What follows belongs to an exercise in optimizing a design on an open flow for small area, a short achievable clock period and few clock cycles per item; a production flow would make more cautious choices. The RTL was checked by simulation tests, not by an equivalence proof against the original design.

[run.sh]
#!/bin/bash
# synth_recipe.tcl (not shown) runs the flow's synth.tcl, then flattens the netlist and writes it again
# the make line also repeats each setting of config.mk as NAME=value (left out here)
make -C /OpenROAD-flow-scripts/flow DESIGN_CONFIG=/design/flow/config.mk WORK_HOME=/design/flow/orfs CLKGATE_MAP_FILE= SYNTH_SCRIPT=/design/flow/synth_recipe.tcl finish
[config.mk]
export PLATFORM = sky130hd
export DESIGN_NAME = sha1_message_digest
export DESIGN_NICKNAME = sha1_message_digest
export VERILOG_FILES = /design/flow/design.v
export SDC_FILE = /design/flow/constraint.sdc
export NUM_CORES = 4
export LEC_CHECK = 0
export CAP_MARGIN = 20
export CORE_MARGIN = 2
export CORE_UTILIZATION = 45
export PLACE_DENSITY = 0.6
export SLEW_MARGIN = 20
[constraint.sdc]
create_clock -name core_clock -period 7.5 [get_ports {clk}]
set_input_delay 1.5000 -clock core_clock [delete_from_list [all_inputs] [get_ports {clk}]]
set_output_delay 1.5000 -clock core_clock [all_outputs]
set_load 0.01 [all_outputs]
[design.v]
package sha1md_pkg;
  localparam logic [1:0] BSEL_IN   = 2'd0;
  localparam logic [1:0] BSEL_MARK = 2'd1;
  localparam logic [1:0] BSEL_ZERO = 2'd2;
  localparam logic [1:0] BSEL_LEN  = 2'd3;
  localparam logic [1:0] FN_CH   = 2'd0;
  localparam logic [1:0] FN_PAR1 = 2'd1;
  localparam logic [1:0] FN_MAJ  = 2'd2;
  localparam logic [1:0] FN_PAR3 = 2'd3;
  localparam logic [7:0] PAD_MARK_BYTE = 8'h80;
  typedef struct packed {
    logic       put;         
    logic [1:0] bsel;        
    logic       start;       
    logic       round;       
    logic [1:0] fn;          
    logic       add;         
    logic       out_shift;   
    logic [2:0] out_idx;     
    logic       clear;       
  } sha1md_cmd_t;
  typedef struct packed {
    logic pos_last;      
    logic pos_pre_len;   
  } sha1md_sts_t;
  function automatic logic [31:0] init_word(input logic [2:0] idx);
    logic [31:0] w;
    case (idx)
      3'd0:    w = 32'h67452301;
      3'd1:    w = 32'hefcdab89;
      3'd2:    w = 32'h98badcfe;
      3'd3:    w = 32'h10325476;
      3'd4:    w = 32'hc3d2e1f0;
      default: w = 32'h0;
    endcase
    init_word = w;
  endfunction
  function automatic logic [31:0] k_const(input logic [1:0] fn);
    logic [31:0] k;
    case (fn)
      FN_CH:   k = 32'h5A827999;
      FN_PAR1: k = 32'h6ED9EBA1;
      FN_MAJ:  k = 32'h8F1BBCDC;
      FN_PAR3: k = 32'hCA62C1D6;
      default: k = 32'h0;
    endcase
    k_const = k;
  endfunction
  function automatic logic [31:0] f_func(input logic [1:0] fn, input logic [31:0] b,
                                         input logic [31:0] c, input logic [31:0] d);
    logic [31:0] f;
    case (fn)
      FN_CH:   f = (b & c) | (~b & d);
      FN_MAJ:  f = (b & c) | (b & d) | (c & d);
      FN_PAR1: f = b ^ c ^ d;
      FN_PAR3: f = b ^ c ^ d;
      default: f = 32'h0;
    endcase
    f_func = f;
  endfunction
endpackage
module sha1md_ctrl (
  input  logic        clk,
  input  logic        rst_n,
  input  logic        in_valid,
  input  logic        in_has_byte,
  input  logic        in_end_of_message,
  output logic        in_stall,
  output logic        out_valid,
  input  logic        out_stall,
  output logic [2:0]  out_word_index,
  output logic        out_final_word,
  input  sha1md_pkg::sha1md_sts_t sts,
  output sha1md_pkg::sha1md_cmd_t cmd
);
  localparam logic [2:0] ST_IDLE  = 3'd0;
  localparam logic [2:0] ST_ROUND = 3'd1;
  localparam logic [2:0] ST_ADD   = 3'd2;
  localparam logic [2:0] ST_MARK  = 3'd3;
  localparam logic [2:0] ST_ZERO  = 3'd4;
  localparam logic [2:0] ST_LEN   = 3'd5;
  localparam logic [2:0] ST_OUT   = 3'd6;
  localparam logic [6:0] LAST_ROUND = 7'd79;
  localparam logic [2:0] LAST_WORD  = 3'd4;
  logic [2:0] state_r, state_nxt;
  logic [2:0] ret_r, ret_nxt;
  logic [6:0] rnd_r, rnd_nxt;
  logic [2:0] idx_r, idx_nxt;
  assign in_stall       = (state_r != ST_IDLE);
  assign out_valid      = (state_r == ST_OUT);
  assign out_word_index = idx_r;
  assign out_final_word = (idx_r == LAST_WORD);
  always_comb begin
    cmd       = '0;
    state_nxt = state_r;
    ret_nxt   = ret_r;
    rnd_nxt   = rnd_r;
    idx_nxt   = idx_r;
    if (rnd_r < 7'd20)      cmd.fn = sha1md_pkg::FN_CH;
    else if (rnd_r < 7'd40) cmd.fn = sha1md_pkg::FN_PAR1;
    else if (rnd_r < 7'd60) cmd.fn = sha1md_pkg::FN_MAJ;
    else                    cmd.fn = sha1md_pkg::FN_PAR3;
    case (state_r)
      ST_IDLE: begin
        if (in_valid) begin
          cmd.put  = in_has_byte;
          cmd.bsel = sha1md_pkg::BSEL_IN;
          if (in_has_byte && sts.pos_last) begin
            cmd.start = 1'b1;
            state_nxt = ST_ROUND;
            ret_nxt   = in_end_of_message ? ST_MARK : ST_IDLE;
          end else if (in_end_of_message) begin
            state_nxt = ST_MARK;
          end
        end
      end
      ST_ROUND: begin
        cmd.round = 1'b1;
        if (rnd_r == LAST_ROUND) begin
          rnd_nxt   = '0;
          state_nxt = ST_ADD;
        end else begin
          rnd_nxt = rnd_r + 7'd1;
        end
      end
      ST_ADD: begin
        cmd.add   = 1'b1;
        state_nxt = ret_r;
      end
      ST_MARK, ST_ZERO: begin
        cmd.put  = 1'b1;
        cmd.bsel = (state_r == ST_MARK) ? sha1md_pkg::BSEL_MARK : sha1md_pkg::BSEL_ZERO;
        if (sts.pos_last) begin
          cmd.start = 1'b1;
          state_nxt = ST_ROUND;
          ret_nxt   = ST_ZERO;
        end else if (sts.pos_pre_len) begin
          state_nxt = ST_LEN;
        end else begin
          state_nxt = ST_ZERO;
        end
      end
      ST_LEN: begin
        cmd.put  = 1'b1;
        cmd.bsel = sha1md_pkg::BSEL_LEN;
        if (sts.pos_last) begin
          cmd.start = 1'b1;
          state_nxt = ST_ROUND;
          ret_nxt   = ST_OUT;
        end
      end
      ST_OUT: begin
        if (!out_stall) begin
          cmd.out_shift = 1'b1;
          cmd.out_idx   = idx_r;
          if (idx_r == LAST_WORD) begin
            cmd.clear = 1'b1;
            idx_nxt   = '0;
            state_nxt = ST_IDLE;
          end else begin
            idx_nxt = idx_r + 3'd1;
          end
        end
      end
      default: begin
        state_nxt = ST_IDLE;
      end
    endcase
  end
  always_ff @(posedge clk) begin
    if (!rst_n) begin
      state_r <= ST_IDLE;
      ret_r   <= ST_IDLE;
      rnd_r   <= '0;
      idx_r   <= '0;
    end else begin
      state_r <= state_nxt;
      ret_r   <= ret_nxt;
      rnd_r   <= rnd_nxt;
      idx_r   <= idx_nxt;
    end
  end
endmodule
module sha1md_dp (
  input  logic        clk,
  input  logic        rst_n,
  input  sha1md_pkg::sha1md_cmd_t cmd,
  input  logic [7:0]  in_data_byte,
  output sha1md_pkg::sha1md_sts_t sts,
  output logic [31:0] digest_word
);
  logic [5:0]  pos_r;
  logic [63:0] len_r;
  logic [23:0] acc_r;
  logic [31:0] sched_r [16];
  logic [31:0] v_r     [5];
  logic [31:0] chain_r [5];
  logic [7:0]  byte_val;
  logic [31:0] w_mix, w_new, t_val;
  always_comb begin
    case (cmd.bsel)
      sha1md_pkg::BSEL_IN:   byte_val = in_data_byte;
      sha1md_pkg::BSEL_MARK: byte_val = sha1md_pkg::PAD_MARK_BYTE;
      sha1md_pkg::BSEL_ZERO: byte_val = 8'h00;
      sha1md_pkg::BSEL_LEN:  byte_val = len_r[63:56];
      default:   byte_val = 8'h00;
    endcase
  end
  assign w_mix = sched_r[13] ^ sched_r[8] ^ sched_r[2] ^ sched_r[0];
  assign w_new = {w_mix[30:0], w_mix[31]};
  assign t_val = {v_r[0][26:0], v_r[0][31:27]} + sha1md_pkg::f_func(cmd.fn, v_r[1], v_r[2], v_r[3])
               + v_r[4] + sha1md_pkg::k_const(cmd.fn) + sched_r[0];
  assign sts.pos_last    = (pos_r == 6'd63);
  assign sts.pos_pre_len = (pos_r == 6'd55);
  assign digest_word     = chain_r[0];
  always_ff @(posedge clk) begin
    if (!rst_n) begin
      pos_r <= '0;
      len_r <= '0;
      for (int i = 0; i < 5; i++) chain_r[i] <= sha1md_pkg::init_word(3'(i));
    end else begin
      if (cmd.clear) begin
        pos_r <= '0;
        len_r <= '0;
      end else if (cmd.put) begin
        pos_r <= pos_r + 6'd1;
        if (cmd.bsel == sha1md_pkg::BSEL_IN) len_r <= len_r + 64'd8;
        else if (cmd.bsel == sha1md_pkg::BSEL_LEN) len_r <= {len_r[55:0], 8'h00};
      end
      if (cmd.add) begin
        for (int i = 0; i < 5; i++) chain_r[i] <= chain_r[i] + v_r[i];
      end else if (cmd.out_shift) begin
        for (int i = 0; i < 4; i++) chain_r[i] <= chain_r[i+1];
        chain_r[4] <= sha1md_pkg::init_word(cmd.out_idx);
      end
    end
  end
  always_ff @(posedge clk) begin
    if (cmd.put) begin
      acc_r <= {acc_r[15:0], byte_val};
      if (pos_r[1:0] == 2'd3) begin
        for (int i = 0; i < 15; i++) sched_r[i] <= sched_r[i+1];
        sched_r[15] <= {acc_r, byte_val};
      end
    end else if (cmd.round) begin
      for (int i = 0; i < 15; i++) sched_r[i] <= sched_r[i+1];
      sched_r[15] <= w_new;
    end
    if (cmd.start) begin
      for (int i = 0; i < 5; i++) v_r[i] <= chain_r[i];
    end else if (cmd.round) begin
      v_r[4] <= v_r[3];
      v_r[3] <= v_r[2];
      v_r[2] <= {v_r[1][1:0], v_r[1][31:2]};
      v_r[1] <= v_r[0];
      v_r[0] <= t_val;
    end
  end
endmodule
module sha1_message_digest (
  input  logic        clk,
  input  logic        rst_n,
  input  logic        in_valid,
  output logic        in_stall,
  input  logic [7:0]  in_data_byte,
  input  logic        in_has_byte,
  input  logic        in_end_of_message,
  output logic        out_valid,
  input  logic        out_stall,
  output logic [31:0] out_digest_word,
  output logic [2:0]  out_word_index,
  output logic        out_final_word
);
  sha1md_pkg::sha1md_cmd_t cmd;   
  sha1md_pkg::sha1md_sts_t sts;   
  sha1md_ctrl u_ctrl (
    .clk               (clk),
    .rst_n             (rst_n),
    .in_valid          (in_valid),
    .in_has_byte       (in_has_byte),
    .in_end_of_message (in_end_of_message),
    .in_stall          (in_stall),
    .out_valid         (out_valid),
    .out_stall         (out_stall),
    .out_word_index    (out_word_index),
    .out_final_word    (out_final_word),
    .sts               (sts),
    .cmd               (cmd)
  );
  sha1md_dp u_dp (
    .clk          (clk),
    .rst_n        (rst_n),
    .cmd          (cmd),
    .in_data_byte (in_data_byte),
    .sts          (sts),
    .digest_word  (out_digest_word)
  );
endmodule
==> run notes <==
* Htree depth at 3
* Worst-margin pin slew at 1090 ps
* CTS max path bufs at 3
* Most common cell in the netlist: nand2_1
* Final wirelength at 134 mm
* Ranking of synthesized cells by area: edfxtp_1 (43%), dfxtp_1 (10%), nand2_1 (5.8%), ha_1 (5.3%), fa_1 (5.2%)
* DRT iter0 DRCs at 3101
* Multi-input gate area at 21300 µm²
* CTS tree: done
* First-pass GRT wire length at 201 mm
* Die ar. at 110000 µm²
* Core area at 107000 µm²
* IO Port Bufs at 51
* Largest fanout on the critical path at 51
* Slew Limit Fails at 0
* Clock skew at 25.5 ps
* Synth Cell Area at 48400 µm²
* CP endpoint kind: flop
* WP depth at 21
* Skew-Pair Late Insertion Delay at 700 ps
* Post-synth EDFFs at 696
* Post-synthesis mux area share at 1.13%
* Slew margin rel. at 26.9%
* Period utilization at 84.9%
* Crit path kind: reg -> reg
* Area growth from synthesis to layout at 10.8%
* Row Count at 120
* CP cell instances: inv_1 -> maj3_1 -> a221o_1 -> inv_1 -> ha_2 -> buf_4 -> a221o_1 -> o21ai_0 -> fa_1 -> inv_1 -> ha_1 -> nor2b_1 -> o21a_1 -> o21ai_1 -> a21oi_1 -> o221ai_1 -> o21ai_0 -> a221oi_1 -> o21ai_0 -> xnor2_1 -> a21oi_1
* Layout cells sized above 1 at 5.71%
* Critical path startpoint category: flop
* Post-synthesis xor/xnor area fraction at 4.76%
* Cell accounting for the most synthesized area: edfxtp_1
* Syn. warnings at 5
* Syn_nets at 4760
* Register area share after synthesis at 53.3%
* Total CTS buffers at 99
* Final nets at 4757
* Top-area cell type share of the netlist area at 43.2%
* Distinct cells, synth at 94
* Initial antenna violation count at 2
* Post-CTS sizing at 0
* WP data arrival at 6770 ps
* Die Ht at 332 µm
* Mapped Cells at 4418
* Fin area at 53600 µm²
* Die width at 332 µm
* WHS at 405 ps
* Placed Area at 50300 µm²
* Initial Util at 45.2%
* Pre-antenna DRT Iters at 6
* Critical Path Max Stage Delay at 690 ps
* Gr ovfl total at 0
* ANT cells at 0
* Via Count at 33900
* Hold path cells at 0
* Worst path slowest cell: a221o_1
* Required @ worst endpoint at 7900 ps
* Type of the tightest min-delay check: reg -> reg
* Post-synthesis compound-gate area fraction at 14.9%
* Number of global-route vias before repair at 32100
* Synth Flop Type: edfxtp_1
* Average size of a mapped cell at 10.9 µm²
* Unrepaired setup endpoints after global routing: false
* Main combinational cell family by area after synthesis: compound AO/OA/AOI/OAI gates
* RePlAce Congestion at 0.949
* Post-CTS Hold Fix Bufs at 0
* Clock sink total at 939
* Reg area at 25800 µm²
* Final setup fails at 0
* Setup TNS at 0 ps
* Fmax at 157 MHz
* Status: finished clean
* Clock slew seen by the registers of the worst setup and hold paths at 60 ps
* Max cap viols at 0
* Share of flip-flops with an asynchronous set or reset at 0%
* Dpl hpwl at 93.8 mm
* Synth Register Bits at 939
* Post-synth top cells: nand2_1 (745), edfxtp_1 (696), a21oi_1 (327)
* Gr usage total at 23.8%
* Final ANT Viol Nets at 0
* Critical path's top delay family: compound AO/OA/AOI/OAI gates
* Root buffer cell: clkbuf_16
* Reg2Reg Depth at 21
* Synth Area in Adders at 10.4%
* DRC errors left at 0
* Min Tclk post-route at 6370 ps
* I/O Pins at 52
* Post-Synth Simple-Gate Area at 12.5%
* Final hold vios at 0
* Number of vias per cell at 5.75
* Largest net degree at the start of global routing at 169
* # fillers at 9578
* Buf/Inv on CP at 4
* WL/cell at 22.6 µm
* Post-CTS Setup Inserts at 0
==> cell type report <==
cell class | count | area share (%)
flip-flops and latches | 939 | 48.1
multi-input cells | 3109 | 39.7
clock buffers | 125 | 4.98
well taps | 1403 | 3.28
repair buffers | 94 | 1.71
inverters | 172 | 1.21
clock inverters | 61 | 1.03
==> flip-flops by register name, summed over array words and instances, names as in the netlist <==
register / flops
u_ctrl.idx_r: 3
u_ctrl.ret_r: 3
u_ctrl.rnd_r: 7
u_ctrl.state_r: 3
u_dp.acc_r: 24
u_dp.chain_r: 160
u_dp.len_r: 61
u_dp.pos_r: 6
u_dp.sched_r: 512
u_dp.v_r: 160
==> stage by stage <==
stage	utilization, %	setup WS, ps	cells
6_report	50.1	1130	5903
5_1_grt	50.1	725	5903
4_1_cts	50.1	1170	5903
3_5_place_dp	47.1	1170	5717
3_3_place_gp	47.1	1200	5716
2_1_floorplan	-	689	4418
==> path summary, 6_finish.rpt <==
check,startpoint,endpoint,slack (ps)
setup reg to reg,u_ctrl.rnd_r[5],u_dp.v_r[0][29],1130
hold reg to reg,u_dp.sched_r[6][0],u_dp.sched_r[5][0],400
setup / recovery,u_ctrl.rnd_r[5],u_dp.v_r[0][29],1130
hold / removal,u_dp.sched_r[6][0],u_dp.sched_r[5][0],400
==> kinds of logic after synthesis <==
| group | count (synthesis) |
|---|---|
| AND/OR/NAND/NOR | 1354 |
| adder cells (fa/ha/maj) | 329 |
| AO/OA/AOI/OAI | 1110 |
| multiplexers | 53 |
| buffers and inverters | 370 |
| flip-flops | 939 |
| XOR/XNOR | 263 |
==> routing by layer <==
layer	up-vias	track usage, %	wire length (µm)
met5	-	0	23
met4	4	7.07	3880
met3	216	3.66	8930
met2	1025	36.7	59500
met1	16600	34.8	61300
li1	16100	-	-
==> cells in the final DEF (no fill, tap or decap), drive strengths merged, types with 25 or more instances in the layout <==
cell type      instances
nand2                745
edfxtp               696
a21oi                327
dfxtp                243
o21ai                243
nor2                 224
ha                   203
xnor2                193
inv                  175
fa                   125
clkbuf               125
nand3                116
a21o                 101
xor2                  70
a211oi                51
clkdlybuf4s50         50
nand4                 47
buf                   44
clkinv                43
mux2i                 40
nor3                  38
o22ai                 34
o211ai                33
nor2b                 33
and3                  32
nand2b                32
o21a                  29
a31oi                 28
a221oi                28
o31ai                 25
Testbench counts, summed over its fixed seeds: cycles 111,742, bytes 40,857.

static timing again, ports no longer ideal:
In the flow no input, the clock included, has a driving cell. The finished layout below was timed again as built, in two steps.
Step 1: set_driving_cell puts a clkbuf_16 on clk and a buf_2 on each other input, an assumption about the parent block.
Step 2 times the ports against the registers' clock, not the clock port: input delays grow and output delays shrink by t, the midpoint of the rising clock arrivals with the driver on.
a / b / c = no drivers / after step 1 / after step 2; a / b = the first two.
t (ns): 0.752
slack for setup (ns): 1.133 / 1.133 / 1.133
worst setup path after step 2: register to register
clock arrival spread, ns: 0.026 / 0.026
worst data-port slew with drivers (ns): 0.11
After both steps setup and hold are still met in this run. The setup slack of this run moves by 0.000 ns with the drivers and by 0.000 ns with both steps.
